This design comes from an exercise in tuning for small area on the open sky130 flow, not from production work.
Only the layout flow was run in this run; the RTL was not checked for function there.

## design.v

```verilog
package gdc_pkg;
	localparam logic [1:0] CMD_FWD  = 2'd0;
	localparam logic [1:0] CMD_BACK = 2'd1;
	localparam logic [1:0] CMD_LOAD = 2'd2;
	localparam logic [13:0] RST_YEAR = 14'd1970;
	localparam logic [3:0]  RST_MON  = 4'd1;
	localparam logic [4:0]  RST_DAY  = 5'd1;
	function automatic logic [4:0] month_len(input logic [3:0] m, input logic leap);
		case (m)
			4'd4, 4'd6, 4'd9, 4'd11: month_len = 5'd30;
			4'd2:                    month_len = leap ? 5'd29 : 5'd28;
			default:                 month_len = 5'd31;
		endcase
	endfunction
	function automatic logic day_fits(input logic [4:0] d, input logic [3:0] m, input logic leap);
		case (m)
			4'd4, 4'd6, 4'd9, 4'd11: day_fits = (d != 5'd31);
			4'd2:                    day_fits = leap ? (d[4:1] != 4'b1111) : !(d[4:2] == 3'b111 && d[1:0] != 2'b00);
			default:                 day_fits = 1'b1;
		endcase
	endfunction
endpackage
module gdc_year_div (
	input  logic [26:11] v,
	output logic [13:0]  year
);
	logic yd_w1;
	logic yd_w2;
	logic yd_w3;
	logic yd_w4;
	logic yd_w5;
	logic yd_w6;
	logic yd_w7;
	logic yd_w8;
	logic yd_w9;
	logic yd_w10;
	logic yd_w11;
	logic yd_w12;
	logic yd_w13;
	logic yd_w14;
	logic yd_w15;
	logic yd_w16;
	logic yd_w17;
	logic yd_w18;
	logic yd_w19;
	logic yd_w20;
	logic yd_w21;
	logic yd_w22;
	logic yd_w23;
	logic yd_w24;
	logic yd_w25;
	logic yd_w26;
	logic yd_w27;
	logic yd_w28;
	logic yd_w29;
	logic yd_w30;
	logic yd_w31;
	logic yd_w32;
	logic yd_w33;
	logic yd_w34;
	logic yd_w35;
	logic yd_w36;
	logic yd_w37;
	logic yd_w38;
	logic yd_w39;
	logic yd_w40;
	logic yd_w41;
	logic yd_w42;
	logic yd_w43;
	logic yd_w44;
	logic yd_w45;
	logic yd_w46;
	logic yd_w47;
	logic yd_w48;
	logic yd_w49;
	logic yd_w50;
	logic yd_w51;
	logic yd_w52;
	logic yd_w53;
	logic yd_w54;
	logic yd_w55;
	logic yd_w56;
	logic yd_w57;
	logic yd_w58;
	logic yd_w59;
	logic yd_w60;
	logic yd_w61;
	logic yd_w62;
	logic yd_w63;
	logic yd_w64;
	logic yd_w65;
	logic yd_w66;
	logic yd_w67;
	logic yd_w68;
	logic yd_w69;
	logic yd_w70;
	logic yd_w71;
	logic yd_w72;
	logic yd_w73;
	logic yd_w74;
	logic yd_w75;
	logic yd_w76;
	logic yd_w77;
	logic yd_w78;
	logic yd_w79;
	logic yd_w80;
	logic yd_w81;
	logic yd_w82;
	logic yd_w83;
	logic yd_w84;
	logic yd_w85;
	logic yd_w86;
	logic yd_w87;
	logic yd_w88;
	logic yd_w89;
	logic yd_w90;
	logic yd_w91;
	logic yd_w92;
	logic yd_w93;
	logic yd_w94;
	logic yd_w95;
	logic yd_w96;
	logic yd_w97;
	logic yd_w98;
	logic yd_w99;
	logic yd_w100;
	logic yd_w101;
	logic yd_w102;
	logic yd_w103;
	logic yd_w104;
	logic yd_w105;
	logic yd_w106;
	logic yd_w107;
	logic yd_w108;
	logic yd_w109;
	logic yd_w110;
	logic yd_w111;
	logic yd_w112;
	logic yd_w113;
	logic yd_w114;
	logic yd_w115;
	logic yd_w116;
	logic yd_w117;
	logic yd_w118;
	logic yd_w119;
	logic yd_w120;
	logic yd_w121;
	logic yd_w122;
	logic yd_w123;
	logic yd_w124;
	logic yd_w125;
	logic yd_w126;
	logic yd_w127;
	logic yd_w128;
	logic yd_w129;
	logic yd_w130;
	logic yd_w131;
	logic yd_w132;
	logic yd_w133;
	logic yd_w134;
	logic yd_w135;
	logic yd_w136;
	logic yd_w137;
	logic yd_w138;
	logic yd_w139;
	logic yd_w140;
	logic yd_w141;
	logic yd_w142;
	logic yd_w143;
	logic yd_w144;
	logic yd_w145;
	logic yd_w146;
	logic yd_w147;
	logic yd_w148;
	logic yd_w149;
	logic yd_w150;
	logic yd_w151;
	logic yd_w152;
	logic yd_w153;
	logic yd_w154;
	assign yd_w1 = v[11] ^ v[12];
	assign yd_w2 = v[11] & v[12];
	assign yd_w3 = v[12] ^ v[13];
	assign yd_w4 = v[12] & v[13];
	assign yd_w5 = v[13] ^ v[14] ^ v[16];
	assign yd_w6 = (v[13] & v[14]) | (v[16] & (v[13] ^ v[14]));
	assign yd_w7 = v[14] ^ v[15];
	assign yd_w8 = v[14] & v[15];
	assign yd_w9 = v[15] ^ v[16];
	assign yd_w10 = v[15] & v[16];
	assign yd_w11 = v[16] ^ v[17];
	assign yd_w12 = v[16] & v[17];
	assign yd_w13 = v[17] ^ v[18];
	assign yd_w14 = v[17] & v[18];
	assign yd_w15 = yd_w1 ^ v[14] ^ v[17];
	assign yd_w16 = (yd_w1 & v[14]) | (v[17] & (yd_w1 ^ v[14]));
	assign yd_w17 = yd_w3 ^ v[15] ^ v[18];
	assign yd_w18 = (yd_w3 & v[15]) | (v[18] & (yd_w3 ^ v[15]));
	assign yd_w19 = ~v[21] ^ ~v[24];
	assign yd_w20 = ~v[21] & ~v[24];
	assign yd_w21 = yd_w5 ^ v[19] ^ ~v[22];
	assign yd_w22 = (yd_w5 & v[19]) | (~v[22] & (yd_w5 ^ v[19]));
	assign yd_w23 = ~v[25] ^ 1'b1 ^ yd_w4;
	assign yd_w24 = (~v[25] & 1'b1) | (yd_w4 & (~v[25] ^ 1'b1));
	assign yd_w25 = yd_w7 ^ v[17] ^ v[20];
	assign yd_w26 = (yd_w7 & v[17]) | (v[20] & (yd_w7 ^ v[17]));
	assign yd_w27 = ~v[23] ^ ~v[26] ^ yd_w6;
	assign yd_w28 = (~v[23] & ~v[26]) | (yd_w6 & (~v[23] ^ ~v[26]));
	assign yd_w29 = yd_w9 ^ v[18] ^ v[21];
	assign yd_w30 = (yd_w9 & v[18]) | (v[21] & (yd_w9 ^ v[18]));
	assign yd_w31 = ~v[24] ^ 1'b1 ^ yd_w8;
	assign yd_w32 = (~v[24] & 1'b1) | (yd_w8 & (~v[24] ^ 1'b1));
	assign yd_w33 = yd_w11 ^ v[19] ^ v[22];
	assign yd_w34 = (yd_w11 & v[19]) | (v[22] & (yd_w11 ^ v[19]));
	assign yd_w35 = ~v[25] ^ 1'b1 ^ yd_w10;
	assign yd_w36 = (~v[25] & 1'b1) | (yd_w10 & (~v[25] ^ 1'b1));
	assign yd_w37 = yd_w13 ^ v[20] ^ v[23];
	assign yd_w38 = (yd_w13 & v[20]) | (v[23] & (yd_w13 ^ v[20]));
	assign yd_w39 = ~v[26] ^ 1'b1 ^ yd_w12;
	assign yd_w40 = (~v[26] & 1'b1) | (yd_w12 & (~v[26] ^ 1'b1));
	assign yd_w41 = v[18] ^ v[19] ^ v[21];
	assign yd_w42 = (v[18] & v[19]) | (v[21] & (v[18] ^ v[19]));
	assign yd_w43 = v[24] ^ yd_w14;
	assign yd_w44 = v[24] & yd_w14;
	assign yd_w45 = v[19] ^ v[20] ^ v[22];
	assign yd_w46 = (v[19] & v[20]) | (v[22] & (v[19] ^ v[20]));
	assign yd_w47 = v[25] ^ 1'b1;
	assign yd_w48 = v[25] & 1'b1;
	assign yd_w49 = v[20] ^ v[21] ^ v[23];
	assign yd_w50 = (v[20] & v[21]) | (v[23] & (v[20] ^ v[21]));
	assign yd_w51 = v[26] ^ 1'b1;
	assign yd_w52 = v[26] & 1'b1;
	assign yd_w53 = v[21] ^ v[22] ^ v[24];
	assign yd_w54 = (v[21] & v[22]) | (v[24] & (v[21] ^ v[22]));
	assign yd_w55 = v[22] ^ v[23];
	assign yd_w56 = v[22] & v[23];
	assign yd_w57 = v[23] ^ v[24];
	assign yd_w58 = v[23] & v[24];
	assign yd_w59 = yd_w15 ^ ~v[20];
	assign yd_w60 = yd_w15 & ~v[20];
	assign yd_w61 = yd_w17 ^ yd_w19 ^ yd_w2;
	assign yd_w62 = (yd_w17 & yd_w19) | (yd_w2 & (yd_w17 ^ yd_w19));
	assign yd_w63 = yd_w21 ^ yd_w23 ^ yd_w18;
	assign yd_w64 = (yd_w21 & yd_w23) | (yd_w18 & (yd_w21 ^ yd_w23));
	assign yd_w65 = yd_w25 ^ yd_w27 ^ yd_w22;
	assign yd_w66 = (yd_w25 & yd_w27) | (yd_w22 & (yd_w25 ^ yd_w27));
	assign yd_w67 = yd_w29 ^ yd_w31 ^ yd_w26;
	assign yd_w68 = (yd_w29 & yd_w31) | (yd_w26 & (yd_w29 ^ yd_w31));
	assign yd_w69 = yd_w33 ^ yd_w35 ^ yd_w30;
	assign yd_w70 = (yd_w33 & yd_w35) | (yd_w30 & (yd_w33 ^ yd_w35));
	assign yd_w71 = yd_w37 ^ yd_w39 ^ yd_w34;
	assign yd_w72 = (yd_w37 & yd_w39) | (yd_w34 & (yd_w37 ^ yd_w39));
	assign yd_w73 = yd_w41 ^ yd_w43 ^ yd_w38;
	assign yd_w74 = (yd_w41 & yd_w43) | (yd_w38 & (yd_w41 ^ yd_w43));
	assign yd_w75 = yd_w45 ^ yd_w47 ^ yd_w42;
	assign yd_w76 = (yd_w45 & yd_w47) | (yd_w42 & (yd_w45 ^ yd_w47));
	assign yd_w77 = yd_w49 ^ yd_w51 ^ yd_w46;
	assign yd_w78 = (yd_w49 & yd_w51) | (yd_w46 & (yd_w49 ^ yd_w51));
	assign yd_w79 = yd_w53 ^ 1'b1 ^ yd_w50;
	assign yd_w80 = (yd_w53 & 1'b1) | (yd_w50 & (yd_w53 ^ 1'b1));
	assign yd_w81 = yd_w55 ^ v[25] ^ 1'b1;
	assign yd_w82 = (yd_w55 & v[25]) | (1'b1 & (yd_w55 ^ v[25]));
	assign yd_w83 = yd_w57 ^ v[26] ^ 1'b1;
	assign yd_w84 = (yd_w57 & v[26]) | (1'b1 & (yd_w57 ^ v[26]));
	assign yd_w85 = v[24] ^ v[25] ^ 1'b1;
	assign yd_w86 = (v[24] & v[25]) | (1'b1 & (v[24] ^ v[25]));
	assign yd_w87 = v[25] ^ v[26];
	assign yd_w88 = v[25] & v[26];
	assign yd_w89 = yd_w59 ^ ~v[23];
	assign yd_w90 = yd_w59 & ~v[23];
	assign yd_w91 = yd_w61 ^ yd_w16 ^ yd_w60;
	assign yd_w92 = (yd_w61 & yd_w16) | (yd_w60 & (yd_w61 ^ yd_w16));
	assign yd_w93 = yd_w63 ^ yd_w20 ^ yd_w62;
	assign yd_w94 = (yd_w63 & yd_w20) | (yd_w62 & (yd_w63 ^ yd_w20));
	assign yd_w95 = yd_w65 ^ yd_w24 ^ yd_w64;
	assign yd_w96 = (yd_w65 & yd_w24) | (yd_w64 & (yd_w65 ^ yd_w24));
	assign yd_w97 = yd_w67 ^ yd_w28 ^ yd_w66;
	assign yd_w98 = (yd_w67 & yd_w28) | (yd_w66 & (yd_w67 ^ yd_w28));
	assign yd_w99 = yd_w69 ^ yd_w32 ^ yd_w68;
	assign yd_w100 = (yd_w69 & yd_w32) | (yd_w68 & (yd_w69 ^ yd_w32));
	assign yd_w101 = yd_w71 ^ yd_w36 ^ yd_w70;
	assign yd_w102 = (yd_w71 & yd_w36) | (yd_w70 & (yd_w71 ^ yd_w36));
	assign yd_w103 = yd_w73 ^ yd_w40 ^ yd_w72;
	assign yd_w104 = (yd_w73 & yd_w40) | (yd_w72 & (yd_w73 ^ yd_w40));
	assign yd_w105 = yd_w75 ^ yd_w44 ^ yd_w74;
	assign yd_w106 = (yd_w75 & yd_w44) | (yd_w74 & (yd_w75 ^ yd_w44));
	assign yd_w107 = yd_w77 ^ yd_w48 ^ yd_w76;
	assign yd_w108 = (yd_w77 & yd_w48) | (yd_w76 & (yd_w77 ^ yd_w48));
	assign yd_w109 = yd_w79 ^ yd_w52 ^ yd_w78;
	assign yd_w110 = (yd_w79 & yd_w52) | (yd_w78 & (yd_w79 ^ yd_w52));
	assign yd_w111 = yd_w81 ^ yd_w54 ^ yd_w80;
	assign yd_w112 = (yd_w81 & yd_w54) | (yd_w80 & (yd_w81 ^ yd_w54));
	assign yd_w113 = yd_w83 ^ yd_w56 ^ yd_w82;
	assign yd_w114 = (yd_w83 & yd_w56) | (yd_w82 & (yd_w83 ^ yd_w56));
	assign yd_w115 = yd_w85 ^ yd_w58 ^ yd_w84;
	assign yd_w116 = (yd_w85 & yd_w58) | (yd_w84 & (yd_w85 ^ yd_w58));
	assign yd_w117 = yd_w87 ^ 1'b1 ^ yd_w86;
	assign yd_w118 = (yd_w87 & 1'b1) | (yd_w86 & (yd_w87 ^ 1'b1));
	assign yd_w119 = v[26] ^ 1'b1 ^ yd_w88;
	assign yd_w120 = (v[26] & 1'b1) | (yd_w88 & (v[26] ^ 1'b1));
	assign yd_w121 = yd_w89 ^ 1'b1;
	assign yd_w122 = yd_w89 & 1'b1;
	assign yd_w123 = yd_w91 ^ yd_w90 ^ yd_w122;
	assign yd_w124 = (yd_w91 & yd_w90) | (yd_w122 & (yd_w91 ^ yd_w90));
	assign yd_w125 = yd_w93 ^ yd_w92 ^ yd_w124;
	assign yd_w126 = (yd_w93 & yd_w92) | (yd_w124 & (yd_w93 ^ yd_w92));
	assign yd_w127 = yd_w95 ^ yd_w94 ^ yd_w126;
	assign yd_w128 = (yd_w95 & yd_w94) | (yd_w126 & (yd_w95 ^ yd_w94));
	assign yd_w129 = yd_w97 ^ yd_w96 ^ yd_w128;
	assign yd_w130 = (yd_w97 & yd_w96) | (yd_w128 & (yd_w97 ^ yd_w96));
	assign yd_w131 = yd_w99 ^ yd_w98 ^ yd_w130;
	assign yd_w132 = (yd_w99 & yd_w98) | (yd_w130 & (yd_w99 ^ yd_w98));
	assign yd_w133 = yd_w101 ^ yd_w100 ^ yd_w132;
	assign yd_w134 = (yd_w101 & yd_w100) | (yd_w132 & (yd_w101 ^ yd_w100));
	assign yd_w135 = yd_w103 ^ yd_w102 ^ yd_w134;
	assign yd_w136 = (yd_w103 & yd_w102) | (yd_w134 & (yd_w103 ^ yd_w102));
	assign yd_w137 = yd_w105 ^ yd_w104 ^ yd_w136;
	assign yd_w138 = (yd_w105 & yd_w104) | (yd_w136 & (yd_w105 ^ yd_w104));
	assign yd_w139 = yd_w107 ^ yd_w106 ^ yd_w138;
	assign yd_w140 = (yd_w107 & yd_w106) | (yd_w138 & (yd_w107 ^ yd_w106));
	assign yd_w141 = yd_w109 ^ yd_w108 ^ yd_w140;
	assign yd_w142 = (yd_w109 & yd_w108) | (yd_w140 & (yd_w109 ^ yd_w108));
	assign yd_w143 = yd_w111 ^ yd_w110 ^ yd_w142;
	assign yd_w144 = (yd_w111 & yd_w110) | (yd_w142 & (yd_w111 ^ yd_w110));
	assign yd_w145 = yd_w113 ^ yd_w112 ^ yd_w144;
	assign yd_w146 = (yd_w113 & yd_w112) | (yd_w144 & (yd_w113 ^ yd_w112));
	assign yd_w147 = yd_w115 ^ yd_w114 ^ yd_w146;
	assign yd_w148 = (yd_w115 & yd_w114) | (yd_w146 & (yd_w115 ^ yd_w114));
	assign yd_w149 = yd_w117 ^ yd_w116 ^ yd_w148;
	assign yd_w150 = (yd_w117 & yd_w116) | (yd_w148 & (yd_w117 ^ yd_w116));
	assign yd_w151 = yd_w119 ^ yd_w118 ^ yd_w150;
	assign yd_w152 = (yd_w119 & yd_w118) | (yd_w150 & (yd_w119 ^ yd_w118));
	assign yd_w153 = 1'b1 ^ yd_w120 ^ yd_w152;
	assign yd_w154 = (1'b1 & yd_w120) | (yd_w152 & (1'b1 ^ yd_w120));
	assign year = {yd_w153, yd_w151, yd_w149, yd_w147, yd_w145, yd_w143, yd_w141, yd_w139, yd_w137, yd_w135, yd_w133, yd_w131, yd_w129, yd_w127};
endmodule
module gdc_rem (
	input  logic [13:0] vlo,
	input  logic [9:0]  year,
	output logic [13:0] r
);
	logic rm_w1;
	logic rm_w2;
	logic rm_w3;
	logic rm_w4;
	logic rm_w5;
	logic rm_w6;
	logic rm_w7;
	logic rm_w8;
	logic rm_w9;
	logic rm_w10;
	logic rm_w11;
	logic rm_w12;
	logic rm_w13;
	logic rm_w14;
	logic rm_w15;
	logic rm_w16;
	logic rm_w17;
	logic rm_w18;
	logic rm_w19;
	logic rm_w20;
	logic rm_w21;
	logic rm_w22;
	logic rm_w23;
	logic rm_w24;
	logic rm_w25;
	logic rm_w26;
	logic rm_w27;
	logic rm_w28;
	logic rm_w29;
	logic rm_w30;
	logic rm_w31;
	logic rm_w32;
	logic rm_w33;
	logic rm_w34;
	logic rm_w35;
	logic rm_w36;
	logic rm_w37;
	logic rm_w38;
	logic rm_w39;
	logic rm_w40;
	logic rm_w41;
	logic rm_w42;
	logic rm_w43;
	logic rm_w44;
	logic rm_w45;
	logic rm_w46;
	logic rm_w47;
	logic rm_w48;
	logic rm_w49;
	logic rm_w50;
	logic rm_w51;
	logic rm_w52;
	logic rm_w53;
	logic rm_w54;
	assign rm_w1 = vlo[11] ^ ~year[7];
	assign rm_w2 = vlo[11] & ~year[7];
	assign rm_w3 = vlo[12] ^ ~year[8];
	assign rm_w4 = vlo[12] & ~year[8];
	assign rm_w5 = vlo[13] ^ ~year[9] ^ year[5];
	assign rm_w6 = (vlo[13] & ~year[9]) | (year[5] & (vlo[13] ^ ~year[9]));
	assign rm_w7 = ~year[2] ^ ~year[0];
	assign rm_w8 = ~year[2] & ~year[0];
	assign rm_w9 = rm_w1 ^ year[3];
	assign rm_w10 = rm_w1 & year[3];
	assign rm_w11 = rm_w3 ^ year[4] ^ ~year[1];
	assign rm_w12 = (rm_w3 & year[4]) | (~year[1] & (rm_w3 ^ year[4]));
	assign rm_w13 = rm_w5 ^ rm_w7 ^ 1'b1;
	assign rm_w14 = (rm_w5 & rm_w7) | (1'b1 & (rm_w5 ^ rm_w7));
	assign rm_w15 = vlo[4] ^ ~year[0];
	assign rm_w16 = vlo[4] & ~year[0];
	assign rm_w17 = vlo[5] ^ ~year[1];
	assign rm_w18 = vlo[5] & ~year[1];
	assign rm_w19 = vlo[6] ^ ~year[2];
	assign rm_w20 = vlo[6] & ~year[2];
	assign rm_w21 = vlo[7] ^ ~year[3];
	assign rm_w22 = vlo[7] & ~year[3];
	assign rm_w23 = vlo[8] ^ ~year[4] ^ year[0];
	assign rm_w24 = (vlo[8] & ~year[4]) | (year[0] & (vlo[8] ^ ~year[4]));
	assign rm_w25 = vlo[9] ^ ~year[5] ^ year[1];
	assign rm_w26 = (vlo[9] & ~year[5]) | (year[1] & (vlo[9] ^ ~year[5]));
	assign rm_w27 = vlo[10] ^ ~year[6] ^ year[2];
	assign rm_w28 = (vlo[10] & ~year[6]) | (year[2] & (vlo[10] ^ ~year[6]));
	assign rm_w29 = rm_w9 ^ ~year[0] ^ 1'b1;
	assign rm_w30 = (rm_w9 & ~year[0]) | (1'b1 & (rm_w9 ^ ~year[0]));
	assign rm_w31 = rm_w11 ^ rm_w2 ^ rm_w10;
	assign rm_w32 = (rm_w11 & rm_w2) | (rm_w10 & (rm_w11 ^ rm_w2));
	assign rm_w33 = rm_w13 ^ rm_w4 ^ rm_w12;
	assign rm_w34 = (rm_w13 & rm_w4) | (rm_w12 & (rm_w13 ^ rm_w4));
	assign rm_w35 = rm_w15 ^ 1'b1;
	assign rm_w36 = rm_w15 & 1'b1;
	assign rm_w37 = rm_w17 ^ rm_w16 ^ rm_w36;
	assign rm_w38 = (rm_w17 & rm_w16) | (rm_w36 & (rm_w17 ^ rm_w16));
	assign rm_w39 = rm_w19 ^ rm_w18 ^ rm_w38;
	assign rm_w40 = (rm_w19 & rm_w18) | (rm_w38 & (rm_w19 ^ rm_w18));
	assign rm_w41 = rm_w21 ^ rm_w20 ^ rm_w40;
	assign rm_w42 = (rm_w21 & rm_w20) | (rm_w40 & (rm_w21 ^ rm_w20));
	assign rm_w43 = rm_w23 ^ rm_w22 ^ rm_w42;
	assign rm_w44 = (rm_w23 & rm_w22) | (rm_w42 & (rm_w23 ^ rm_w22));
	assign rm_w45 = rm_w25 ^ rm_w24 ^ rm_w44;
	assign rm_w46 = (rm_w25 & rm_w24) | (rm_w44 & (rm_w25 ^ rm_w24));
	assign rm_w47 = rm_w27 ^ rm_w26 ^ rm_w46;
	assign rm_w48 = (rm_w27 & rm_w26) | (rm_w46 & (rm_w27 ^ rm_w26));
	assign rm_w49 = rm_w29 ^ rm_w28 ^ rm_w48;
	assign rm_w50 = (rm_w29 & rm_w28) | (rm_w48 & (rm_w29 ^ rm_w28));
	assign rm_w51 = rm_w31 ^ rm_w30 ^ rm_w50;
	assign rm_w52 = (rm_w31 & rm_w30) | (rm_w50 & (rm_w31 ^ rm_w30));
	assign rm_w53 = rm_w33 ^ rm_w32 ^ rm_w52;
	assign rm_w54 = (rm_w33 & rm_w32) | (rm_w52 & (rm_w33 ^ rm_w32));
	assign r[13:4] = {rm_w53, rm_w51, rm_w49, rm_w47, rm_w45, rm_w43, rm_w41, rm_w39, rm_w37, rm_w35};
	assign r[3:0] = vlo[3:0];
endmodule
module gdc_load_dec (
	input  logic [13:0] year,
	input  logic [13:0] vlo,
	output logic [3:0]  month,
	output logic [4:0]  day,
	output logic        fmt_ok
);
	logic [13:0] r;
	logic [3:0]  m;
	logic        exact, plus1;
	logic [3:0]  tdiff;
	logic        borrow;
	gdc_rem u_rem (.vlo(vlo), .year(year[9:0]), .r(r));
	always_comb begin
		m = 4'd0; exact = 1'b0; plus1 = 1'b0;
		case (r[10:5])
			6'd3:  begin m = 4'd1;  exact = 1'b1; end
			6'd4:  begin m = 4'd1;  plus1 = 1'b1; end
			6'd6:  begin m = 4'd2;  exact = 1'b1; end
			6'd7:  begin m = 4'd2;  plus1 = 1'b1; end
			6'd9:  begin m = 4'd3;  exact = 1'b1; end
			6'd10: begin m = 4'd3;  plus1 = 1'b1; end
			6'd12: begin m = 4'd4;  exact = 1'b1; end
			6'd13: begin m = 4'd4;  plus1 = 1'b1; end
			6'd15: begin m = 4'd5;  exact = 1'b1; end
			6'd16: begin m = 4'd5;  plus1 = 1'b1; end
			6'd18: begin m = 4'd6;  exact = 1'b1; end
			6'd19: begin m = 4'd6;  plus1 = 1'b1; end
			6'd21: begin m = 4'd7;  exact = 1'b1; end
			6'd22: begin m = 4'd7;  plus1 = 1'b1; end
			6'd25: begin m = 4'd8;  exact = 1'b1; end
			6'd26: begin m = 4'd8;  plus1 = 1'b1; end
			6'd28: begin m = 4'd9;  exact = 1'b1; end
			6'd29: begin m = 4'd9;  plus1 = 1'b1; end
			6'd31: begin m = 4'd10; exact = 1'b1; end
			6'd32: begin m = 4'd10; plus1 = 1'b1; end
			6'd34: begin m = 4'd11; exact = 1'b1; end
			6'd35: begin m = 4'd11; plus1 = 1'b1; end
			6'd37: begin m = 4'd12; exact = 1'b1; end
			6'd38: begin m = 4'd12; plus1 = 1'b1; end
			default: ;
		endcase
	end
	logic [3:0] bw;
	assign bw[0] = 1'b0;
	for (genvar i = 0; i < 3; i++) begin : g_sub
		assign tdiff[i] = r[2+i] ^ m[i] ^ bw[i];
		assign bw[i+1]  = (!r[2+i] && (m[i] || bw[i])) || (m[i] && bw[i]);
	end
	assign tdiff[3] = bw[3];
	assign borrow   = bw[3];
	logic big;
	assign big = year[13] && (year[12] || year[11]
		|| (year[10] && year[9] && year[8] && (year[7] || year[6] || year[5] || year[4])));
	assign month  = m;
	assign day    = {tdiff[2:0], r[1:0]};
	assign fmt_ok = !big && (r[13:11] == 3'd0)
		&& (exact ? !borrow : (plus1 && borrow)) && (day != 5'd0);
endmodule
module gdc_leap_res (
	input  logic [13:0] year,
	output logic [8:0]  s
);
	logic lp_w1;
	logic lp_w2;
	logic lp_w3;
	logic lp_w4;
	logic lp_w5;
	logic lp_w6;
	logic lp_w7;
	logic lp_w8;
	logic lp_w9;
	logic lp_w10;
	logic lp_w11;
	logic lp_w12;
	logic lp_w13;
	logic lp_w14;
	logic lp_w15;
	logic lp_w16;
	logic lp_w17;
	logic lp_w18;
	logic lp_w19;
	logic lp_w20;
	logic lp_w21;
	logic lp_w22;
	logic lp_w23;
	logic lp_w24;
	logic lp_w25;
	logic lp_w26;
	logic lp_w27;
	logic lp_w28;
	logic lp_w29;
	logic lp_w30;
	logic lp_w31;
	logic lp_w32;
	logic lp_w33;
	logic lp_w34;
	logic lp_w35;
	logic lp_w36;
	logic lp_w37;
	logic lp_w38;
	logic lp_w39;
	logic lp_w40;
	logic lp_w41;
	logic lp_w42;
	logic lp_w43;
	logic lp_w44;
	assign lp_w1 = ~year[7] ^ year[2];
	assign lp_w2 = ~year[7] & year[2];
	assign lp_w3 = ~year[8] ^ year[3] ^ ~year[13];
	assign lp_w4 = (~year[8] & year[3]) | (~year[13] & (~year[8] ^ year[3]));
	assign lp_w5 = ~year[9] ^ year[4];
	assign lp_w6 = ~year[9] & year[4];
	assign lp_w7 = year[7] ^ ~year[10];
	assign lp_w8 = year[7] & ~year[10];
	assign lp_w9 = year[8] ^ ~year[11] ^ year[6];
	assign lp_w10 = (year[8] & ~year[11]) | (year[6] & (year[8] ^ ~year[11]));
	assign lp_w11 = lp_w1 ^ ~year[12];
	assign lp_w12 = lp_w1 & ~year[12];
	assign lp_w13 = lp_w3 ^ 1'b1 ^ lp_w2;
	assign lp_w14 = (lp_w3 & 1'b1) | (lp_w2 & (lp_w3 ^ 1'b1));
	assign lp_w15 = lp_w5 ^ 1'b1 ^ lp_w4;
	assign lp_w16 = (lp_w5 & 1'b1) | (lp_w4 & (lp_w5 ^ 1'b1));
	assign lp_w17 = lp_w7 ^ year[5] ^ lp_w6;
	assign lp_w18 = (lp_w7 & year[5]) | (lp_w6 & (lp_w7 ^ year[5]));
	assign lp_w19 = lp_w9 ^ 1'b1 ^ lp_w8;
	assign lp_w20 = (lp_w9 & 1'b1) | (lp_w8 & (lp_w9 ^ 1'b1));
	assign lp_w21 = year[9] ^ 1'b1 ^ lp_w10;
	assign lp_w22 = (year[9] & 1'b1) | (lp_w10 & (year[9] ^ 1'b1));
	assign lp_w23 = year[10] ^ 1'b1;
	assign lp_w24 = year[10] & 1'b1;
	assign lp_w25 = year[11] ^ 1'b1;
	assign lp_w26 = year[11] & 1'b1;
	assign lp_w27 = lp_w11 ^ 1'b1;
	assign lp_w28 = lp_w11 & 1'b1;
	assign lp_w29 = lp_w13 ^ lp_w12 ^ lp_w28;
	assign lp_w30 = (lp_w13 & lp_w12) | (lp_w28 & (lp_w13 ^ lp_w12));
	assign lp_w31 = lp_w15 ^ lp_w14 ^ lp_w30;
	assign lp_w32 = (lp_w15 & lp_w14) | (lp_w30 & (lp_w15 ^ lp_w14));
	assign lp_w33 = lp_w17 ^ lp_w16 ^ lp_w32;
	assign lp_w34 = (lp_w17 & lp_w16) | (lp_w32 & (lp_w17 ^ lp_w16));
	assign lp_w35 = lp_w19 ^ lp_w18 ^ lp_w34;
	assign lp_w36 = (lp_w19 & lp_w18) | (lp_w34 & (lp_w19 ^ lp_w18));
	assign lp_w37 = lp_w21 ^ lp_w20 ^ lp_w36;
	assign lp_w38 = (lp_w21 & lp_w20) | (lp_w36 & (lp_w21 ^ lp_w20));
	assign lp_w39 = lp_w23 ^ lp_w22 ^ lp_w38;
	assign lp_w40 = (lp_w23 & lp_w22) | (lp_w38 & (lp_w23 ^ lp_w22));
	assign lp_w41 = lp_w25 ^ lp_w24 ^ lp_w40;
	assign lp_w42 = (lp_w25 & lp_w24) | (lp_w40 & (lp_w25 ^ lp_w24));
	assign lp_w43 = 1'b1 ^ lp_w26 ^ lp_w42;
	assign lp_w44 = (1'b1 & lp_w26) | (lp_w42 & (1'b1 ^ lp_w26));
	assign s = {lp_w43, lp_w41, lp_w39, lp_w37, lp_w35, lp_w33, lp_w31, lp_w29, lp_w27};
endmodule
module gdc_leap (
	input  logic [13:0] year,
	output logic        leap
);
	logic [8:0] s;
	logic       cent;
	gdc_leap_res u_res (.year(year), .s(s));
	always_comb begin
		case (s)
			9'd25, 9'd50, 9'd75, 9'd100, 9'd125, 9'd150,
			9'd175, 9'd200, 9'd225, 9'd250, 9'd275, 9'd300: cent = 1'b1;
			default: cent = 1'b0;
		endcase
	end
	assign leap = (year[1:0] == 2'd0) && (!cent || (year[3:2] == 2'd0));
endmodule
module gdc_step (
	input  logic [13:0] year,
	input  logic [3:0]  month,
	input  logic [4:0]  day,
	input  logic        leap,
	input  logic        back,
	output logic [13:0] year_pm,
	output logic [13:0] year_nx,
	output logic [3:0]  month_nx,
	output logic [4:0]  day_nx,
	output logic        year_chg
);
	logic [4:0]  mlen_cur, mlen_prev;
	logic [3:0]  mon_prev;
	logic        last_day, first_day, edge_day;
	logic [14:0] yc;
	logic [5:0]  dc;
	logic [4:0]  mc;
	logic [4:0]  day_pm;
	logic [3:0]  mon_pm;
	assign yc[0] = 1'b1;
	assign dc[0] = 1'b1;
	assign mc[0] = 1'b1;
	for (genvar i = 0; i < 14; i++) begin : g_y
		assign year_pm[i] = year[i] ^ yc[i];
		assign yc[i+1]    = yc[i] & (year[i] ^ back);
	end
	for (genvar i = 0; i < 5; i++) begin : g_d
		assign day_pm[i] = day[i] ^ dc[i];
		assign dc[i+1]   = dc[i] & (day[i] ^ back);
	end
	for (genvar i = 0; i < 4; i++) begin : g_m
		assign mon_pm[i] = month[i] ^ mc[i];
		assign mc[i+1]   = mc[i] & (month[i] ^ back);
	end
	assign mon_prev  = mon_pm;
	assign mlen_cur  = gdc_pkg::month_len(month, leap);
	assign mlen_prev = gdc_pkg::month_len(mon_prev, leap);
	assign last_day  = (day == mlen_cur);
	assign first_day = (day == 5'd1);
	assign edge_day  = back ? first_day : last_day;
	assign year_chg  = edge_day && (month == (back ? 4'd1 : 4'd12));
	always_comb begin
		year_nx  = year;
		month_nx = month;
		day_nx   = day_pm;
		if (edge_day) begin
			if (!year_chg) begin
				month_nx = mon_pm;
				day_nx   = back ? mlen_prev : 5'd1;
			end else begin
				month_nx = back ? 4'd12 : 4'd1;
				day_nx   = back ? 5'd31 : 5'd1;
				if (back) year_nx = (year == 14'd0) ? 14'd9999 : year_pm;
				else      year_nx = (year == 14'd9999) ? 14'd0 : year_pm;
			end
		end
	end
endmodule
module gdc_pack (
	input  logic [13:0] year,
	input  logic [3:0]  month,
	input  logic [4:0]  day,
	output logic [26:0] packed_date
);
	logic pk_w1;
	logic pk_w2;
	logic pk_w3;
	logic pk_w4;
	logic pk_w5;
	logic pk_w6;
	logic pk_w7;
	logic pk_w8;
	logic pk_w9;
	logic pk_w10;
	logic pk_w11;
	logic pk_w12;
	logic pk_w13;
	logic pk_w14;
	logic pk_w15;
	logic pk_w16;
	logic pk_w17;
	logic pk_w18;
	logic pk_w19;
	logic pk_w20;
	logic pk_w21;
	logic pk_w22;
	logic pk_w23;
	logic pk_w24;
	logic pk_w25;
	logic pk_w26;
	logic pk_w27;
	logic pk_w28;
	logic pk_w29;
	logic pk_w30;
	logic pk_w31;
	logic pk_w32;
	logic pk_w33;
	logic pk_w34;
	logic pk_w35;
	logic pk_w36;
	logic pk_w37;
	logic pk_w38;
	logic pk_w39;
	logic pk_w40;
	logic pk_w41;
	logic pk_w42;
	logic pk_w43;
	logic pk_w44;
	logic pk_w45;
	logic pk_w46;
	logic pk_w47;
	logic pk_w48;
	logic pk_w49;
	logic pk_w50;
	logic pk_w51;
	logic pk_w52;
	logic pk_w53;
	logic pk_w54;
	logic pk_w55;
	logic pk_w56;
	logic pk_w57;
	logic pk_w58;
	logic pk_w59;
	logic pk_w60;
	logic pk_w61;
	logic pk_w62;
	logic pk_w63;
	logic pk_w64;
	logic pk_w65;
	logic pk_w66;
	logic pk_w67;
	logic pk_w68;
	logic pk_w69;
	logic pk_w70;
	logic pk_w71;
	logic pk_w72;
	logic pk_w73;
	logic pk_w74;
	logic pk_w75;
	logic pk_w76;
	logic pk_w77;
	logic pk_w78;
	logic pk_w79;
	logic pk_w80;
	logic pk_w81;
	logic pk_w82;
	logic pk_w83;
	logic pk_w84;
	logic pk_w85;
	logic pk_w86;
	logic pk_w87;
	logic pk_w88;
	logic pk_w89;
	logic pk_w90;
	logic pk_w91;
	logic pk_w92;
	logic pk_w93;
	logic pk_w94;
	logic pk_w95;
	logic pk_w96;
	logic pk_w97;
	logic pk_w98;
	logic pk_w99;
	logic pk_w100;
	logic pk_w101;
	logic pk_w102;
	logic pk_w103;
	logic pk_w104;
	logic pk_w105;
	logic pk_w106;
	logic pk_w107;
	logic pk_w108;
	logic pk_w109;
	logic pk_w110;
	logic pk_w111;
	logic pk_w112;
	logic pk_w113;
	logic pk_w114;
	logic pk_w115;
	logic pk_w116;
	logic pk_w117;
	logic pk_w118;
	logic pk_w119;
	logic pk_w120;
	logic pk_w121;
	logic pk_w122;
	logic pk_w123;
	logic pk_w124;
	logic pk_w125;
	logic pk_w126;
	assign pk_w1 = ~year[0] ^ year[4];
	assign pk_w2 = ~year[0] & year[4];
	assign pk_w3 = pk_w1 ^ month[2];
	assign pk_w4 = pk_w1 & month[2];
	assign pk_w5 = ~year[1] ^ year[5] ^ month[3];
	assign pk_w6 = (~year[1] & year[5]) | (month[3] & (~year[1] ^ year[5]));
	assign pk_w7 = year[0] ^ year[2];
	assign pk_w8 = year[0] & year[2];
	assign pk_w9 = year[1] ^ year[3] ^ ~year[6];
	assign pk_w10 = (year[1] & year[3]) | (~year[6] & (year[1] ^ year[3]));
	assign pk_w11 = year[2] ^ year[4] ^ ~year[7];
	assign pk_w12 = (year[2] & year[4]) | (~year[7] & (year[2] ^ year[4]));
	assign pk_w13 = year[3] ^ year[5] ^ ~year[8];
	assign pk_w14 = (year[3] & year[5]) | (~year[8] & (year[3] ^ year[5]));
	assign pk_w15 = year[4] ^ year[6] ^ ~year[9];
	assign pk_w16 = (year[4] & year[6]) | (~year[9] & (year[4] ^ year[6]));
	assign pk_w17 = year[5] ^ year[7];
	assign pk_w18 = year[5] & year[7];
	assign pk_w19 = year[6] ^ year[8];
	assign pk_w20 = year[6] & year[8];
	assign pk_w21 = year[7] ^ year[9];
	assign pk_w22 = year[7] & year[9];
	assign pk_w23 = year[8] ^ year[10];
	assign pk_w24 = year[8] & year[10];
	assign pk_w25 = year[9] ^ year[11];
	assign pk_w26 = year[9] & year[11];
	assign pk_w27 = year[10] ^ year[12];
	assign pk_w28 = year[10] & year[12];
	assign pk_w29 = year[11] ^ year[13];
	assign pk_w30 = year[11] & year[13];
	assign pk_w31 = year[0] ^ month[2];
	assign pk_w32 = year[0] & month[2];
	assign pk_w33 = year[1] ^ month[0] ^ month[3];
	assign pk_w34 = (year[1] & month[0]) | (month[3] & (year[1] ^ month[0]));
	assign pk_w35 = year[2] ^ month[0] ^ month[1];
	assign pk_w36 = (year[2] & month[0]) | (month[1] & (year[2] ^ month[0]));
	assign pk_w37 = year[3] ^ month[1] ^ month[2];
	assign pk_w38 = (year[3] & month[1]) | (month[2] & (year[3] ^ month[1]));
	assign pk_w39 = pk_w3 ^ month[3] ^ 1'b1;
	assign pk_w40 = (pk_w3 & month[3]) | (1'b1 & (pk_w3 ^ month[3]));
	assign pk_w41 = pk_w5 ^ pk_w2 ^ pk_w4;
	assign pk_w42 = (pk_w5 & pk_w2) | (pk_w4 & (pk_w5 ^ pk_w2));
	assign pk_w43 = ~year[2] ^ year[6] ^ pk_w6;
	assign pk_w44 = (~year[2] & year[6]) | (pk_w6 & (~year[2] ^ year[6]));
	assign pk_w45 = year[0] ^ ~year[3] ^ year[7];
	assign pk_w46 = (year[0] & ~year[3]) | (year[7] & (year[0] ^ ~year[3]));
	assign pk_w47 = year[1] ^ ~year[4] ^ year[8];
	assign pk_w48 = (year[1] & ~year[4]) | (year[8] & (year[1] ^ ~year[4]));
	assign pk_w49 = pk_w7 ^ ~year[5] ^ year[9];
	assign pk_w50 = (pk_w7 & ~year[5]) | (year[9] & (pk_w7 ^ ~year[5]));
	assign pk_w51 = pk_w9 ^ year[10] ^ pk_w8;
	assign pk_w52 = (pk_w9 & year[10]) | (pk_w8 & (pk_w9 ^ year[10]));
	assign pk_w53 = pk_w11 ^ year[11] ^ pk_w10;
	assign pk_w54 = (pk_w11 & year[11]) | (pk_w10 & (pk_w11 ^ year[11]));
	assign pk_w55 = pk_w13 ^ year[12] ^ pk_w12;
	assign pk_w56 = (pk_w13 & year[12]) | (pk_w12 & (pk_w13 ^ year[12]));
	assign pk_w57 = pk_w15 ^ year[13] ^ pk_w14;
	assign pk_w58 = (pk_w15 & year[13]) | (pk_w14 & (pk_w15 ^ year[13]));
	assign pk_w59 = pk_w17 ^ ~year[10] ^ pk_w16;
	assign pk_w60 = (pk_w17 & ~year[10]) | (pk_w16 & (pk_w17 ^ ~year[10]));
	assign pk_w61 = pk_w19 ^ ~year[11] ^ pk_w18;
	assign pk_w62 = (pk_w19 & ~year[11]) | (pk_w18 & (pk_w19 ^ ~year[11]));
	assign pk_w63 = pk_w21 ^ ~year[12] ^ pk_w20;
	assign pk_w64 = (pk_w21 & ~year[12]) | (pk_w20 & (pk_w21 ^ ~year[12]));
	assign pk_w65 = pk_w23 ^ ~year[13] ^ pk_w22;
	assign pk_w66 = (pk_w23 & ~year[13]) | (pk_w22 & (pk_w23 ^ ~year[13]));
	assign pk_w67 = pk_w25 ^ 1'b1 ^ pk_w24;
	assign pk_w68 = (pk_w25 & 1'b1) | (pk_w24 & (pk_w25 ^ 1'b1));
	assign pk_w69 = pk_w27 ^ 1'b1 ^ pk_w26;
	assign pk_w70 = (pk_w27 & 1'b1) | (pk_w26 & (pk_w27 ^ 1'b1));
	assign pk_w71 = pk_w29 ^ 1'b1 ^ pk_w28;
	assign pk_w72 = (pk_w29 & 1'b1) | (pk_w28 & (pk_w29 ^ 1'b1));
	assign pk_w73 = year[12] ^ 1'b1 ^ pk_w30;
	assign pk_w74 = (year[12] & 1'b1) | (pk_w30 & (year[12] ^ 1'b1));
	assign pk_w75 = year[13] ^ 1'b1;
	assign pk_w76 = year[13] & 1'b1;
	assign pk_w77 = month[0] ^ day[2];
	assign pk_w78 = month[0] & day[2];
	assign pk_w79 = month[1] ^ day[3] ^ pk_w78;
	assign pk_w80 = (month[1] & day[3]) | (pk_w78 & (month[1] ^ day[3]));
	assign pk_w81 = pk_w31 ^ day[4] ^ pk_w80;
	assign pk_w82 = (pk_w31 & day[4]) | (pk_w80 & (pk_w31 ^ day[4]));
	assign pk_w83 = pk_w33 ^ pk_w32 ^ pk_w82;
	assign pk_w84 = (pk_w33 & pk_w32) | (pk_w82 & (pk_w33 ^ pk_w32));
	assign pk_w85 = pk_w35 ^ pk_w34 ^ pk_w84;
	assign pk_w86 = (pk_w35 & pk_w34) | (pk_w84 & (pk_w35 ^ pk_w34));
	assign pk_w87 = pk_w37 ^ pk_w36 ^ pk_w86;
	assign pk_w88 = (pk_w37 & pk_w36) | (pk_w86 & (pk_w37 ^ pk_w36));
	assign pk_w89 = pk_w39 ^ pk_w38 ^ pk_w88;
	assign pk_w90 = (pk_w39 & pk_w38) | (pk_w88 & (pk_w39 ^ pk_w38));
	assign pk_w91 = pk_w41 ^ pk_w40 ^ pk_w90;
	assign pk_w92 = (pk_w41 & pk_w40) | (pk_w90 & (pk_w41 ^ pk_w40));
	assign pk_w93 = pk_w43 ^ pk_w42 ^ pk_w92;
	assign pk_w94 = (pk_w43 & pk_w42) | (pk_w92 & (pk_w43 ^ pk_w42));
	assign pk_w95 = pk_w45 ^ pk_w44 ^ pk_w94;
	assign pk_w96 = (pk_w45 & pk_w44) | (pk_w94 & (pk_w45 ^ pk_w44));
	assign pk_w97 = pk_w47 ^ pk_w46 ^ pk_w96;
	assign pk_w98 = (pk_w47 & pk_w46) | (pk_w96 & (pk_w47 ^ pk_w46));
	assign pk_w99 = pk_w49 ^ pk_w48 ^ pk_w98;
	assign pk_w100 = (pk_w49 & pk_w48) | (pk_w98 & (pk_w49 ^ pk_w48));
	assign pk_w101 = pk_w51 ^ pk_w50 ^ pk_w100;
	assign pk_w102 = (pk_w51 & pk_w50) | (pk_w100 & (pk_w51 ^ pk_w50));
	assign pk_w103 = pk_w53 ^ pk_w52 ^ pk_w102;
	assign pk_w104 = (pk_w53 & pk_w52) | (pk_w102 & (pk_w53 ^ pk_w52));
	assign pk_w105 = pk_w55 ^ pk_w54 ^ pk_w104;
	assign pk_w106 = (pk_w55 & pk_w54) | (pk_w104 & (pk_w55 ^ pk_w54));
	assign pk_w107 = pk_w57 ^ pk_w56 ^ pk_w106;
	assign pk_w108 = (pk_w57 & pk_w56) | (pk_w106 & (pk_w57 ^ pk_w56));
	assign pk_w109 = pk_w59 ^ pk_w58 ^ pk_w108;
	assign pk_w110 = (pk_w59 & pk_w58) | (pk_w108 & (pk_w59 ^ pk_w58));
	assign pk_w111 = pk_w61 ^ pk_w60 ^ pk_w110;
	assign pk_w112 = (pk_w61 & pk_w60) | (pk_w110 & (pk_w61 ^ pk_w60));
	assign pk_w113 = pk_w63 ^ pk_w62 ^ pk_w112;
	assign pk_w114 = (pk_w63 & pk_w62) | (pk_w112 & (pk_w63 ^ pk_w62));
	assign pk_w115 = pk_w65 ^ pk_w64 ^ pk_w114;
	assign pk_w116 = (pk_w65 & pk_w64) | (pk_w114 & (pk_w65 ^ pk_w64));
	assign pk_w117 = pk_w67 ^ pk_w66 ^ pk_w116;
	assign pk_w118 = (pk_w67 & pk_w66) | (pk_w116 & (pk_w67 ^ pk_w66));
	assign pk_w119 = pk_w69 ^ pk_w68 ^ pk_w118;
	assign pk_w120 = (pk_w69 & pk_w68) | (pk_w118 & (pk_w69 ^ pk_w68));
	assign pk_w121 = pk_w71 ^ pk_w70 ^ pk_w120;
	assign pk_w122 = (pk_w71 & pk_w70) | (pk_w120 & (pk_w71 ^ pk_w70));
	assign pk_w123 = pk_w73 ^ pk_w72 ^ pk_w122;
	assign pk_w124 = (pk_w73 & pk_w72) | (pk_w122 & (pk_w73 ^ pk_w72));
	assign pk_w125 = pk_w75 ^ pk_w74 ^ pk_w124;
	assign pk_w126 = (pk_w75 & pk_w74) | (pk_w124 & (pk_w75 ^ pk_w74));
	assign packed_date = {pk_w125, pk_w123, pk_w121, pk_w119, pk_w117, pk_w115, pk_w113, pk_w111, pk_w109, pk_w107, pk_w105, pk_w103, pk_w101, pk_w99, pk_w97, pk_w95, pk_w93, pk_w91, pk_w89, pk_w87, pk_w85, pk_w83, pk_w81, pk_w79, pk_w77, day[1], day[0]};
endmodule
module gregorian_date_up_down_counter_core (
	input logic       clk,
	input logic       arst_n,
	input  logic        req_valid,
	output logic        req_ready,
	input  logic [1:0]  req_cmd,
	input  logic [26:0] req_load_value,
	output logic        rsp_valid,
	input  logic        rsp_ready,
	output logic [13:0] rsp_year_out,
	output logic [3:0]  rsp_month_out,
	output logic [4:0]  rsp_day_out,
	output logic [26:0] rsp_packed_now,
	output logic [26:0] rsp_packed_before,
	output logic        rsp_leap_flag,
	output logic        rsp_load_ok
);
	logic        v1_q;
	logic [1:0]  cmd1_q;
	logic [13:0] ly1_q;
	logic [13:0] vlo1_q;
	logic [13:0] year_q;
	logic [3:0]  mon_q;
	logic [4:0]  day_q;
	logic        leap_q;
	logic        vld_q;
	logic [26:0] before_q;
	logic        ok_q;
	logic        rdy2, take, adv;
	logic        is_step, is_back, is_load;
	logic [13:0] ld_year_c;
	logic [3:0]  ld_mon;
	logic [4:0]  ld_day;
	logic        ld_fmt_ok, load_ok;
	logic [13:0] year_pm, st_year;
	logic [3:0]  st_mon;
	logic [4:0]  st_day;
	logic        year_chg;
	logic        leap_new;
	logic [26:0] pack_now;
	assign rdy2      = !vld_q || rsp_ready;
	assign req_ready = !v1_q || rdy2;
	assign take      = req_valid && req_ready;
	assign adv       = v1_q && rdy2;
	gdc_year_div u_ydiv (.v(req_load_value[26:11]), .year(ld_year_c));
	always_ff @(posedge clk or negedge arst_n) begin
		if (!arst_n) begin
			v1_q <= 1'b0;
		end else if (req_ready) begin
			v1_q <= req_valid;
		end
	end
	always_ff @(posedge clk) begin
		if (take) begin
			cmd1_q <= req_cmd;
			ly1_q  <= ld_year_c;
			vlo1_q <= req_load_value[13:0];
		end
	end
	assign is_step = !cmd1_q[1];
	assign is_back = cmd1_q[0];
	assign is_load = (cmd1_q == gdc_pkg::CMD_LOAD);
	gdc_load_dec u_dec (
		.year   (ly1_q),
		.vlo    (vlo1_q),
		.month  (ld_mon),
		.day    (ld_day),
		.fmt_ok (ld_fmt_ok)
	);
	gdc_step u_step (
		.year     (year_q),
		.month    (mon_q),
		.day      (day_q),
		.leap     (leap_q),
		.back     (is_back),
		.year_pm  (year_pm),
		.year_nx  (st_year),
		.month_nx (st_mon),
		.day_nx   (st_day),
		.year_chg (year_chg)
	);
	gdc_leap u_leap (.year(is_load ? ly1_q : year_pm), .leap(leap_new));
	assign load_ok = is_load && ld_fmt_ok && gdc_pkg::day_fits(ld_day, ld_mon, leap_new);
	gdc_pack u_pack (
		.year        (year_q),
		.month       (mon_q),
		.day         (day_q),
		.packed_date (pack_now)
	);
	always_ff @(posedge clk or negedge arst_n) begin
		if (!arst_n) begin
			year_q <= gdc_pkg::RST_YEAR;
			mon_q  <= gdc_pkg::RST_MON;
			day_q  <= gdc_pkg::RST_DAY;
			leap_q <= 1'b0;
			vld_q  <= 1'b0;
		end else begin
			if (rdy2) vld_q <= v1_q;
			if (adv && load_ok) begin
				year_q <= ly1_q;
				mon_q  <= ld_mon;
				day_q  <= ld_day;
				leap_q <= leap_new;
			end else if (adv && is_step) begin
				year_q <= st_year;
				mon_q  <= st_mon;
				day_q  <= st_day;
				if (year_chg) leap_q <= leap_new;
			end
		end
	end
	always_ff @(posedge clk) begin
		if (adv) begin
			before_q <= pack_now;
			ok_q     <= load_ok;
		end
	end
	assign rsp_valid         = vld_q;
	assign rsp_year_out      = year_q;
	assign rsp_month_out     = mon_q;
	assign rsp_day_out       = day_q;
	assign rsp_packed_now    = pack_now;
	assign rsp_packed_before = before_q;
	assign rsp_leap_flag     = leap_q;
	assign rsp_load_ok       = ok_q;
endmodule
```

## run.sh

```bash
#!/bin/bash
# synth_recipe.tcl (not shown) runs the flow's synth.tcl, then flattens the netlist and writes it again
# the make line also repeats each setting of config.mk as NAME=value (left out here)
make -C /OpenROAD-flow-scripts/flow DESIGN_CONFIG=/design/flow/config.mk WORK_HOME=/design/flow/orfs CLKGATE_MAP_FILE= SYNTH_SCRIPT=/design/flow/synth_recipe.tcl finish
```

## config.mk

```make
export PLATFORM = sky130hd
export DESIGN_NAME = gregorian_date_up_down_counter_core
export DESIGN_NICKNAME = gregorian_date_up_down_counter_core
export VERILOG_FILES = /design/flow/design.v
export SDC_FILE = /design/flow/constraint.sdc
export NUM_CORES = 4
export LEC_CHECK = 0
export CAP_MARGIN = 20
export CORE_MARGIN = 2
export CORE_UTILIZATION = 40
export SLEW_MARGIN = 20
```

## constraint.sdc

```tcl
create_clock -name core_clock -period 10.0 [get_ports {clk}]
set_input_delay 2.0000 -clock core_clock [delete_from_list [all_inputs] [get_ports {clk}]]
set_output_delay 2.0000 -clock core_clock [all_outputs]
set_load 0.01 [all_outputs]
```

==> results.json <==
{
  "fin_crit_ns": 11.26,
  "gp_congestion": 0.849,
  "via_per_inst": 5.00,
  "place_hpwl_mm": 16.0,
  "die_w_um": 155,
  "grt_pass1_vias": 6379,
  "worstPathArrival_ns": 9.26,
  "setup_violations": 5,
  "yosysTopAreaCell": "fa_1",
  "synth_common_cells": "inv_1, fa_1, ha_1",
  "syn-cell-area_mm2": 0.00915,
  "slowest_stage": "dfstp_2",
  "maxSlewHeadroom_pct": 36.3,
  "antenna_found_initial": 0,
  "initial_core_util_pct": 40.6,
  "area_growth_syn_to_layout_pct": 21.3,
  "cp-end-kind": "primary output",
  "drc_errors": 0,
  "grt_pass1_wl_mm": 32.9,
  "crit_fanout": 2,
  "port_buffers": 113,
  "fillers": 2102,
  "yosys-top-cells-area": "fa_1, edfxtp_1, ha_1, inv_1, dfrtp_1",
  "fin_nets": 1217,
  "cts_buffers": 9,
  "grt_remaining_overflow": 0,
  "drive_above_1_share_pct": 14.6,
  "syn_area_per_cell_um2": 10.3,
  "clk_pin_slew_ns": 0.07,
  "synth_seq_area_share_pct": 26.3,
  "crit_family": "adder cells",
  "cts-root-buf": "clkbuf_16",
  "drt_first_pass_iters": 5,
  "critPathKind": "reg -> out",
  "startpoint_type": "flip-flop",
  "dieHeight_um": 155,
  "slowest_delay_ns": 0.55,
  "synthFlopType": "edfxtp_1",
  "synth_nets": 1104,
  "check.faults": "setup timing",
  "holdCritPathClass": "reg -> reg",
  "rsz0062_at_grt": "true",
  "hold-worst-slack_ns": 0.492,
  "skew_ns": 0.0123,
  "slew_violations": 0,
  "placedCellCount": 1274,
  "cp.buffers_inverters": 5,
  "clk_latency_ns": 0.35,
  "yosysMostFrequentCell": "inv_1",
  "first_iter_violations": 369,
  "finalWirelength_mm": 19.6,
  "tritoncts": "done",
  "cap_violations": 0,
  "status": "complete, but fails checks",
  "synthArstFlopShare_pct": 31.0,
  "synth_cell_type_count": 70,
  "globalRouteTotalUtil_pct": 17.1,
  "final_cells": 1291,
  "rows": 55,
  "cts_buffer_depth": 2,
  "clock_sinks": 84,
  "cp_common_cell": "fa_2",
  "die-area_mm2": 0.0241,
  "synth_top_area_share_pct": 25.6,
  "netlist_instances": 888,
  "hold_viol": 0,
  "wire_per_inst_um": 15.1,
  "fmax_mhz": 88.8,
  "vias": 6451,
  "critical_path_required_ns": 8.00,
  "ios": 114,
  "diodes": 0,
  "worst_slack_ns": -1.26,
  "cts_hold_buf": 0,
  "core_mm2": 0.0226,
  "ys_ff_latch": 84,
  "worst_pin_slew_ns": 0.941,
  "grt_start_max_net_pins": 31,
  "yosys_warnings": 4,
  "period_share_pct": 113,
  "antenna_left": 0,
  "htree_num_levels": 3,
  "synth_edf_count": 58
}
[final timing paths]
check / slack [ns] / to / cells past startpoint / start
max in group asynchronous: 7.63 / year_q[7] / 2 / arst_n
min in group asynchronous: 2.03 / vld_q / 2 / arst_n
min reg2reg: 0.49 / vld_q / 1 / v1_q
max: -1.26 / rsp_packed_now[26] / 29 / year_q[1]
max reg2reg: 0.86 / mon_q[2] / 27 / year_q[0]
min: 0.49 / vld_q / 1 / v1_q
[sequential cells by signal (all words and copies together) (netlist names)]
name      cells
v1_q          1
ly1_q        14
ok_q          1
year_q       14
leap_q        1
mon_q         4
day_q         5
vlo1_q       14
before_q     27
cmd1_q        2
vld_q         1
[final cells by class]
class / count / area [um^2] / area share [%]
tap: 285 / 357 / 3.21
clock inverter: 6 / 113 / 1.01
timing repair buffer: 164 / 1520 / 13.7
sequential: 84 / 2400 / 21.6
clock buffer: 10 / 229 / 2.06
inverter: 177 / 667 / 6.01
multi-input combinational: 565 / 5820 / 52.4
[repair_timing]
action	in CTS	in global routing
endpoints found under the setup margin	8	8
setup buffers	1	0
gates resized for setup	38	7
pin swaps	1	2
[layer usage]
| layer | vias to the layer above | track usage (%) | routed length, um | share of wire [%] |
|---|---|---|---|---|
| met5 | - | 0 | 0 | 0 |
| met4 | 0 | 4.11 | 239 | 1.2 |
| met3 | 18 | 1.87 | 764 | 3.9 |
| met2 | 163 | 28.0 | 9020 | 46 |
| met1 | 3128 | 24.6 | 9530 | 49 |
| li1 | 3142 | - | - | - |
[cells by family after synthesis]
kind of cell	Yosys count	synth area share [%]
xor+xnor	33	3.16
flops	84	26.3
simple gates	189	11.2
mux	32	4.10
fa+ha+maj	183	34.6
compound gates	128	9.49
buf+inv	239	11.2
[per-stage QoR]
step | setup TNS, ns | instance area, um^2 | setup slack (ns) | utilization, %
finish | -3.54 | 11100 | -1.26 | 49.2
global route | -4.86 | 11100 | -1.59 | 49.2
CTS | -3.69 | 11100 | -1.29 | 49.2
detailed placement | -5.63 | 10700 | -1.35 | 47.5
global placement | -5.24 | 10700 | -1.31 | 47.4
floorplan | -1.87 | 9220 | -0.835 | -
[cell usage in the layout (no fill, tap or decap), types with 4 or more instances in the layout]
master / n
a21oi_1: 30
o31ai_1: 10
or4_1: 7
mux2_2: 8
clkbuf_16: 9
or3_1: 4
fa_1: 84
buf_6: 4
a211oi_1: 5
mux2i_1: 15
o211ai_1: 4
edfxtp_1: 58
mux2_4: 9
nor2b_1: 5
a21o_1: 8
nor3_1: 13
xnor2_1: 21
inv_1: 173
fa_2: 33
nor4b_1: 5
and2_1: 6
dfstp_2: 9
a31oi_1: 8
clkdlybuf4s50_1: 104
nor4_1: 8
a22o_1: 4
nand2_1: 43
nand3_1: 9
buf_4: 50
xor2_1: 11
o21ai_0: 25
dfrtp_1: 17
ha_1: 66
nor2_1: 43
nand2b_1: 18

-- separate check: timing with driven ports --
How much do the figures lean on ideal ports? The routed layout below was timed once more, with nothing changed but the port constraints.
Step 1, drivers: a clkbuf_16 drives clk and a buf_2 each remaining input, both assumed.
Step 2 moves the port delays by t, midway between the first and last clock arrival at a register: inputs arrive t later, outputs are due t later. That takes back most of the time a late clock gives input paths.
a / b / c = ideal ports / drivers / drivers and shift; a / b = the first two.
shift t [ns]: 0.384
setup slack, ns: -1.255 / -1.295 / -0.911
hold WS [ns]: 0.492 / 0.492 / 0.492
worst setup path at the end: register to output
slew at the worst register clock pin (ns): 0.07 / 0.07
For this run, drivers alone change the setup slack by -0.040 ns; drivers and shift together by +0.344 ns.
